This is an optimization exercise on Yosys and OpenROAD, whose aim is small area and a short achievable clock period, not a production implementation. At most, simulation tests tie the RTL to the original design; equivalence was not proved. Power figures rest on the tool's default switching activity, not on a simulated workload.

==> module rod_mover, before the edit <==
module rod_mover (
   input  logic       clk,
   input  logic       reset,
   input  logic       frame_tick,
   input  logic [1:0] btn,           
   output logic [7:0] rod_half       
);
   always_ff @(posedge clk or posedge reset)
   begin
      if (reset)
         rod_half <= 8'd130;
      else if (frame_tick)
      begin
         if (btn[1] && (rod_half > 8'd5))
            rod_half <= rod_half - 8'd5;
         else if (btn[0] && (rod_half < 8'd185))
            rod_half <= rod_half + 8'd5;
      end
   end
endmodule
Settings: LEC_CHECK=0, CAP_MARGIN=20, CORE_MARGIN=2, CORE_UTILIZATION=40, SLEW_MARGIN=20; clock period 13.0 ns.
standard.sh (not shown) runs the stock make flow with config.mk's settings and CLKGATE_MAP_FILE= SYNTH_SCRIPT=/design/flow/synth_recipe.tcl, a recipe that flattens the netlist after the stock synthesis.
==> flow/flow/run.sh <==
#!/bin/bash
# Own layout flow: the standard synthesis, then the combinational logic between the
# registers is mapped again by ABC (registers, their names and cell types are kept as
# the standard synthesis made them): the logic in front of the rgb registers for delay,
# the rest for area. Then the standard layout steps from floorplan to finish.
set -euo pipefail
WORK=$(pwd)
HERE=$(cd "$(dirname "$0")" && pwd)
R=$WORK/orfs/results/$FLOW_PLATFORM/foosball_top/base
LIB=$FLOW_HOME/platforms/$FLOW_PLATFORM/lib/sky130_fd_sc_hd__tt_025C_1v80.lib
YOSYS=$FLOW_HOME/../tools/install/yosys/bin/yosys
[ -x "$YOSYS" ] || YOSYS=$(command -v yosys)

CRIT_SCRIPT=${CRIT_SCRIPT:-abc_speed.script}
REST_SCRIPT=${REST_SCRIPT:-abc_area.script}
LAYOUT_ARGS=()
[ -f "$HERE/flow.env" ] && source "$HERE/flow.env"

# 1. standard synthesis
bash standard.sh synth > "$WORK/log_1_synth.log" 2>&1
cp "$R/1_2_yosys.v" "$WORK/std_1_2_yosys.v"

# 2. remap the combinational logic
python3 "$HERE/genmodels.py" "$LIB" > "$WORK/comb_models.v"
DU=""
for c in $(sed -n '/DONT_USE_CELLS += /,/^$/p' "$FLOW_HOME/platforms/$FLOW_PLATFORM/config.mk" | grep -o 'sky130_fd_sc_hd__[a-z0-9_]*'); do
   DU="$DU -dont_use $c"
done
printf 'set_driving_cell sky130_fd_sc_hd__buf_1\nset_load 5\n' > "$WORK/abc.constr"
cat > "$WORK/remap.ys" <<EOY
read_liberty -lib $LIB
read_verilog $WORK/std_1_2_yosys.v
hierarchy -top $FLOW_TOP
techmap -map $WORK/comb_models.v
techmap
opt -purge
select -set dw c:u_render.rgb* %ci1:+sky130_fd_sc_hd__dfrtp_1[D] w:* %i
select -set crit @dw %ci*:-sky130_fd_sc_hd__dfrtp_1,sky130_fd_sc_hd__dfstp_2
select -set critg @crit t:\$_* %i
abc -liberty $LIB $DU -constr $WORK/abc.constr -script $HERE/$CRIT_SCRIPT @critg
abc -liberty $LIB $DU -constr $WORK/abc.constr -script $HERE/$REST_SCRIPT t:\$_*
opt_clean -purge
chtype -map sky130_fd_sc_hd__clkinv_1 sky130_fd_sc_hd__inv_1
opt_merge -share_all t:sky130_fd_sc_hd__df* %n
opt_clean -purge
hilomap -singleton -hicell sky130_fd_sc_hd__conb_1 HI -locell sky130_fd_sc_hd__conb_1 LO
insbuf -buf sky130_fd_sc_hd__buf_4 A X
splitnets
opt_clean -purge
tee -o $WORK/remap_stat.txt stat -liberty $LIB
check -assert -mapped
write_verilog -noattr -noexpr -nohex -nodec $WORK/remap_1_2_yosys.v
EOY
"$YOSYS" -s "$WORK/remap.ys" > "$WORK/log_2_remap.log" 2>&1
python3 "$HERE/netfix.py" "$WORK/remap_1_2_yosys.v" "$WORK/netfix_1_2_yosys.v" > "$WORK/log_2_netfix.log" 2>&1
cp "$WORK/netfix_1_2_yosys.v" "$R/1_2_yosys.v"
rm -f "$R/1_synth.odb" "$R/1_synth.sdc"

# 3. the standard layout from the remapped netlist
bash standard.sh "${LAYOUT_ARGS[@]}" finish > "$WORK/log_3_layout.log" 2>&1
Other scripts of this flow, unchanged in this note and not shown: flow/flow/abc_area.script, flow/flow/abc_speed.script, flow/flow/flow.env, flow/flow/genmodels.py, flow/flow/netfix.py
Then changed:
--- a/flow/design.v
+++ b/flow/design.v
@@ -93,16 +93,18 @@
    output logic [7:0] rod_half       
 );
+   logic [5:0] k;
    always_ff @(posedge clk or posedge reset)
    begin
       if (reset)
-         rod_half <= 8'd130;
+         k <= 6'd26;
       else if (frame_tick)
       begin
-         if (btn[1] && (rod_half > 8'd5))
-            rod_half <= rod_half - 8'd5;
-         else if (btn[0] && (rod_half < 8'd185))
-            rod_half <= rod_half + 8'd5;
+         if (btn[1] && (k != 6'd1))         
+            k <= k - 6'd1;
+         else if (btn[0] && (k < 6'd37))     
+            k <= k + 6'd1;
       end
    end
+   assign rod_half = {k, 2'b00} + {2'b00, k};
 endmodule
 `timescale 1ns/1ps
What happened: Core utilization increases by 0.97 points. Clock power increases by roughly a tenth. Sequential power decreases by roughly a tenth. Power decreases by a little under a tenth. Setup slack loses 0.18 ns. Design area decreases slightly. Via count decreases slightly. Synthesized area decreases slightly.
For the first run of this note, only the layout was checked, not whether the RTL still works.

---

foosball_top with an RTL version that a note above also has.
Size: ~800 cells after synthesis.
Design foosball_top, start of the top module:
module foosball_top (
   input  logic                     clk,
   input  logic                     reset,
   input  logic                     stop_ball,
   input  game_types_pkg::rod_btn_t left_btn,
   input  game_types_pkg::rod_btn_t right_btn,
   input  game_types_pkg::pixel_t   pix,
   output game_types_pkg::rgb_t     rgb,
   output logic                     score1,
   output logic                     score2
);
   logic frame_tick, serve_left;
   logic goal_right_mouth, goal_left_mouth;
   logic [7:0] left_half, right_half;
   logic [10:0] xl, yl;
   game_ctrl u_ctrl (
      .clk              (clk),
      .reset            (reset),
      .goal_right_mouth (goal_right_mouth),
      .goal_left_mouth  (goal_left_mouth),
      .frame_tick       (frame_tick),
      .serve_left       (serve_left),
      .score1           (score1),
      .score2           (score2)
   );
   rod_mover left_rod  (.clk(clk), .reset(reset), .frame_tick(frame_tick),
                        .btn(left_btn), .rod_half(left_half));
   rod_mover right_rod (.clk(clk), .reset(reset), .frame_tick(frame_tick),
                        .btn(right_btn), .rod_half(right_half));
   ball_mover u_ball (
      .clk              (clk),
      .reset            (reset),
      .frame_tick       (frame_tick),
      .serve            (stop_ball),
      .serve_left       (serve_left),
      .left_half        (left_half),
      .right_half       (right_half),
      .xl               (xl),
      .yl               (yl),
      .goal_right_mouth (goal_right_mouth),
      .goal_left_mouth  (goal_left_mouth)
   );
   pixel_renderer u_render (
      .clk        (clk),
      .reset      (reset),
      .pix        (pix),
      .xl         (xl),
      .yl         (yl),
      .left_half  (left_half),
      .right_half (right_half),
      .rgb        (rgb)
   );
endmodule
==> module ball_mover, before the edit <==
module ball_mover (
   input  logic               clk,
   input  logic               reset,
   input  logic               frame_tick,
   input  logic               serve,
   input  logic               serve_left,
   input  logic [7:0]         left_half,     
   input  logic [7:0]         right_half,
   output logic [10:0]        xl,            
   output logic [10:0]        yl,
   output logic               goal_right_mouth,
   output logic               goal_left_mouth
);
   logic v_zero, vx_neg, vx_4, vy_neg;
   logic in_mouth, off_gap, top_wall, bot_wall, x_right, x_left;
   logic x_hit_r, x_hit_l;
   assign in_mouth = (yl >= 11'd132) && (yl <= 11'd332);     
   assign off_gap  = !((yl >= 11'd192) && (yl <= 11'd272));  
   assign top_wall = (yl <= 11'd11) || (yl >= 11'd1016);     
   assign bot_wall = (yl >= 11'd453) && (yl <= 11'd1015);    
   assign x_right  = (xl >= 11'd622) && (xl <= 11'd1015);    
   assign x_left   = (xl >= 11'd1016) && (xl <= 11'd2043);   
   assign x_hit_r  = (xl >= 11'd614) && (xl <= 11'd622);     
   assign x_hit_l  = (xl >= 11'd4) && (xl <= 11'd9);         
   logic [7:0] t_sel;
   logic [8:0] w;
   logic       y_hit;
   assign t_sel = xl[9] ? right_half : left_half;
   assign w     = {1'b0, yl[8:1]} - {1'b0, t_sel} + 9'd4;       
   assign y_hit = (yl[10:9] == 2'b00) && ((w <= 9'd49) || (w == 9'd50 && !yl[0]));
   logic hit_right, hit_left;
   assign hit_right = y_hit && x_hit_r;
   assign hit_left  = y_hit && x_hit_l;
   assign goal_right_mouth = frame_tick && in_mouth && (xl >= 11'd629) && (xl <= 11'd1015);   
   assign goal_left_mouth  = frame_tick && in_mouth && x_left;
   logic goal, move;
   assign goal = goal_right_mouth || goal_left_mouth;
   assign move = frame_tick && !v_zero;
   logic [3:0]  xa, ya;
   logic [10:0] tx, ty;
   logic [10:0] xl_next, yl_next;
   assign xa = {1'b0, xl[2:0]} + (vx_neg ? (vx_4 ? 4'd4 : 4'd5) : (vx_4 ? 4'd4 : 4'd3));
   assign ya = {1'b0, yl[2:0]} + (vy_neg ? 4'd5 : 4'd3);
   always_comb
   begin
      tx[3] = move && (xa[3] ^ vx_neg);
      ty[3] = move && (ya[3] ^ vy_neg);
      for (int i = 4; i < 11; i++)
      begin
         tx[i] = tx[i-1] && (xl[i-1] ^ vx_neg);
         ty[i] = ty[i-1] && (yl[i-1] ^ vy_neg);
      end
      xl_next[2:0] = move ? xa[2:0] : xl[2:0];
      yl_next[2:0] = move ? ya[2:0] : yl[2:0];
      for (int i = 3; i < 11; i++)
      begin
         xl_next[i] = xl[i] ^ tx[i];
         yl_next[i] = yl[i] ^ ty[i];
      end
   end
   always_ff @(posedge clk or posedge reset)
   begin
      if (reset)
      begin
         xl <= 11'd292;
         yl <= 11'd292;
      end
      else if (goal)
      begin
         xl <= 11'd292;
         yl <= 11'd292;
      end
      else
      begin
         xl <= xl_next;
         yl <= yl_next;
      end
   end
   always_ff @(posedge clk or posedge reset)
   begin
      if (reset)
      begin
         v_zero <= 1'b1;
         vx_neg <= 1'b0;
         vx_4   <= 1'b0;
         vy_neg <= 1'b0;
      end
      else if (serve)
      begin
         v_zero <= 1'b0;
         vx_neg <= serve_left;
         vx_4   <= 1'b1;
         vy_neg <= serve_left;
      end
      else if (frame_tick)
      begin
         if (goal)
            v_zero <= 1'b1;
         if (top_wall)
            vy_neg <= 1'b0;
         else if (bot_wall)
            vy_neg <= 1'b1;
         if (!top_wall && !bot_wall && x_right && off_gap)
         begin
            vx_neg <= 1'b1;
            vx_4   <= 1'b0;
         end
         else if (!top_wall && !bot_wall && x_left && off_gap)
         begin
            vx_neg <= 1'b0;
            vx_4   <= 1'b0;
         end
         else if (hit_right)
         begin
            vx_neg <= 1'b1;
            vx_4   <= 1'b0;
         end
         else if (hit_left)
         begin
            vx_neg <= 1'b0;
            vx_4   <= 1'b0;
         end
      end
   end
endmodule
export LEC_CHECK = 0
export CAP_MARGIN = 20
export CORE_MARGIN = 2
export CORE_UTILIZATION = 40
export SLEW_MARGIN = 20
create_clock -name core_clock -period 13.0 [get_ports {clk}]
==> flow/flow/run.sh <==
#!/bin/bash
# Own layout flow: the standard synthesis, then the combinational logic between the
# registers is mapped again by ABC (registers, their names and cell types are kept as
# the standard synthesis made them): the logic in front of the rgb registers for delay,
# the rest for area. Then the standard layout steps from floorplan to finish.
set -euo pipefail
WORK=$(pwd)
HERE=$(cd "$(dirname "$0")" && pwd)
R=$WORK/orfs/results/$FLOW_PLATFORM/foosball_top/base
LIB=$FLOW_HOME/platforms/$FLOW_PLATFORM/lib/sky130_fd_sc_hd__tt_025C_1v80.lib
YOSYS=$FLOW_HOME/../tools/install/yosys/bin/yosys
[ -x "$YOSYS" ] || YOSYS=$(command -v yosys)

CRIT_SCRIPT=${CRIT_SCRIPT:-abc_speed.script}
REST_SCRIPT=${REST_SCRIPT:-abc_area.script}
LAYOUT_ARGS=()
[ -f "$HERE/flow.env" ] && source "$HERE/flow.env"

# 1. standard synthesis
bash standard.sh synth > "$WORK/log_1_synth.log" 2>&1
cp "$R/1_2_yosys.v" "$WORK/std_1_2_yosys.v"

# 2. remap the combinational logic
python3 "$HERE/genmodels.py" "$LIB" > "$WORK/comb_models.v"
DU=""
for c in $(sed -n '/DONT_USE_CELLS += /,/^$/p' "$FLOW_HOME/platforms/$FLOW_PLATFORM/config.mk" | grep -o 'sky130_fd_sc_hd__[a-z0-9_]*'); do
   DU="$DU -dont_use $c"
done
printf 'set_driving_cell sky130_fd_sc_hd__buf_1\nset_load 5\n' > "$WORK/abc.constr"
cat > "$WORK/remap.ys" <<EOY
read_liberty -lib $LIB
read_verilog $WORK/std_1_2_yosys.v
hierarchy -top $FLOW_TOP
techmap -map $WORK/comb_models.v
techmap
opt -purge
select -set dw c:u_render.rgb* %ci1:+sky130_fd_sc_hd__dfrtp_1[D] w:* %i
select -set crit @dw %ci*:-sky130_fd_sc_hd__dfrtp_1,sky130_fd_sc_hd__dfstp_2
select -set critg @crit t:\$_* %i
abc -liberty $LIB $DU -constr $WORK/abc.constr -script $HERE/$CRIT_SCRIPT @critg
abc -liberty $LIB $DU -constr $WORK/abc.constr -script $HERE/$REST_SCRIPT t:\$_*
opt_clean -purge
hilomap -singleton -hicell sky130_fd_sc_hd__conb_1 HI -locell sky130_fd_sc_hd__conb_1 LO
insbuf -buf sky130_fd_sc_hd__buf_4 A X
splitnets
opt_clean -purge
tee -o $WORK/remap_stat.txt stat -liberty $LIB
check -assert -mapped
write_verilog -noattr -noexpr -nohex -nodec $WORK/remap_1_2_yosys.v
EOY
"$YOSYS" -s "$WORK/remap.ys" > "$WORK/log_2_remap.log" 2>&1
cp "$WORK/remap_1_2_yosys.v" "$R/1_2_yosys.v"
rm -f "$R/1_synth.odb" "$R/1_synth.sdc"

# 3. the standard layout from the remapped netlist
bash standard.sh "${LAYOUT_ARGS[@]}" finish > "$WORK/log_3_layout.log" 2>&1
Other scripts of this flow, unchanged in this note and not shown: flow/flow/abc_area.script, flow/flow/abc_speed.script, flow/flow/flow.env, flow/flow/genmodels.py
Change:
--- a/flow/design.v
+++ b/flow/design.v
@@ -134,9 +134,10 @@
    assign x_hit_l  = (xl >= 11'd4) && (xl <= 11'd9);         
    logic [7:0] t_sel;
-   logic [8:0] w;
+   logic [8:0] v;
    logic       y_hit;
    assign t_sel = xl[9] ? right_half : left_half;
-   assign w     = {1'b0, yl[8:1]} - {1'b0, t_sel} + 9'd4;       
-   assign y_hit = (yl[10:9] == 2'b00) && ((w <= 9'd49) || (w == 9'd50 && !yl[0]));
+   assign v     = {1'b0, yl[8:1]} - {1'b0, t_sel};              
+   assign y_hit = (yl[10:9] == 2'b00)
+                  && ((($signed(v) >= -9'sd4) && ($signed(v) <= 9'sd45)) || (v == 9'd46 && !yl[0]));
    logic hit_right, hit_left;
    assign hit_right = y_hit && x_hit_r;
Clock power grows by roughly a tenth.
Via count stays the same.
Total power grows by roughly a tenth.
Die area grows slightly.
Global-route usage barely changes.
Worst setup slack is better by 0.15 ns.
Wire length shrinks slightly.
Synthesized area grows slightly.
Clock-buffer cell count is unchanged.
Register-to-register slack is better by 0.46 ns.
Combinational power grows by a quarter to a third.
Only the layout flow was run in the second run of this note; the RTL was not checked for function there.

-- afterwards: timing with drivers on the ports --
Ports are ideal in the flow. The routed layouts listed here were re-timed in OpenROAD. Step 1 sets driving cells, clkbuf_16 on the clock port and buf_2 on the other inputs (assumed; they add their load-dependent delay and slew). Step 2 times the ports against the registers' clock, not the clock port: input delays grow and output delays shrink by t, the midpoint of the rising clock arrivals with the driver on. Slacks: ideal ports / drivers / drivers and shift; pairs: ideal ports / drivers.
run | t, ns | setup slack, ns | worst hold slack (ns) | worst setup path after step 2 | worst register clock-pin slew, ns
the first run of note 1 | 0.347 | 8.619 / 8.635 / 8.289 | 0.390 / 0.390 / 0.390 | input to register | 0.08 / 0.08
the second run of note 1 | 0.352 | 8.441 / 8.441 / 8.106 | 0.378 / 0.378 / 0.378 | input to register | 0.09 / 0.09
the first run of note 2 | 0.347 | 8.392 / 8.392 / 8.151 | 0.377 / 0.377 / 0.377 | input to register | 0.08 / 0.08
the second run of note 2 | 0.342 | 8.538 / 8.556 / 8.214 | 0.385 / 0.385 / 0.385 | input to register | 0.08 / 0.08
After both steps every run listed still meets setup and hold. The setup slack of the second run of note 1, which loses most, moves by 0.000 ns with the drivers and by -0.335 ns with both steps.
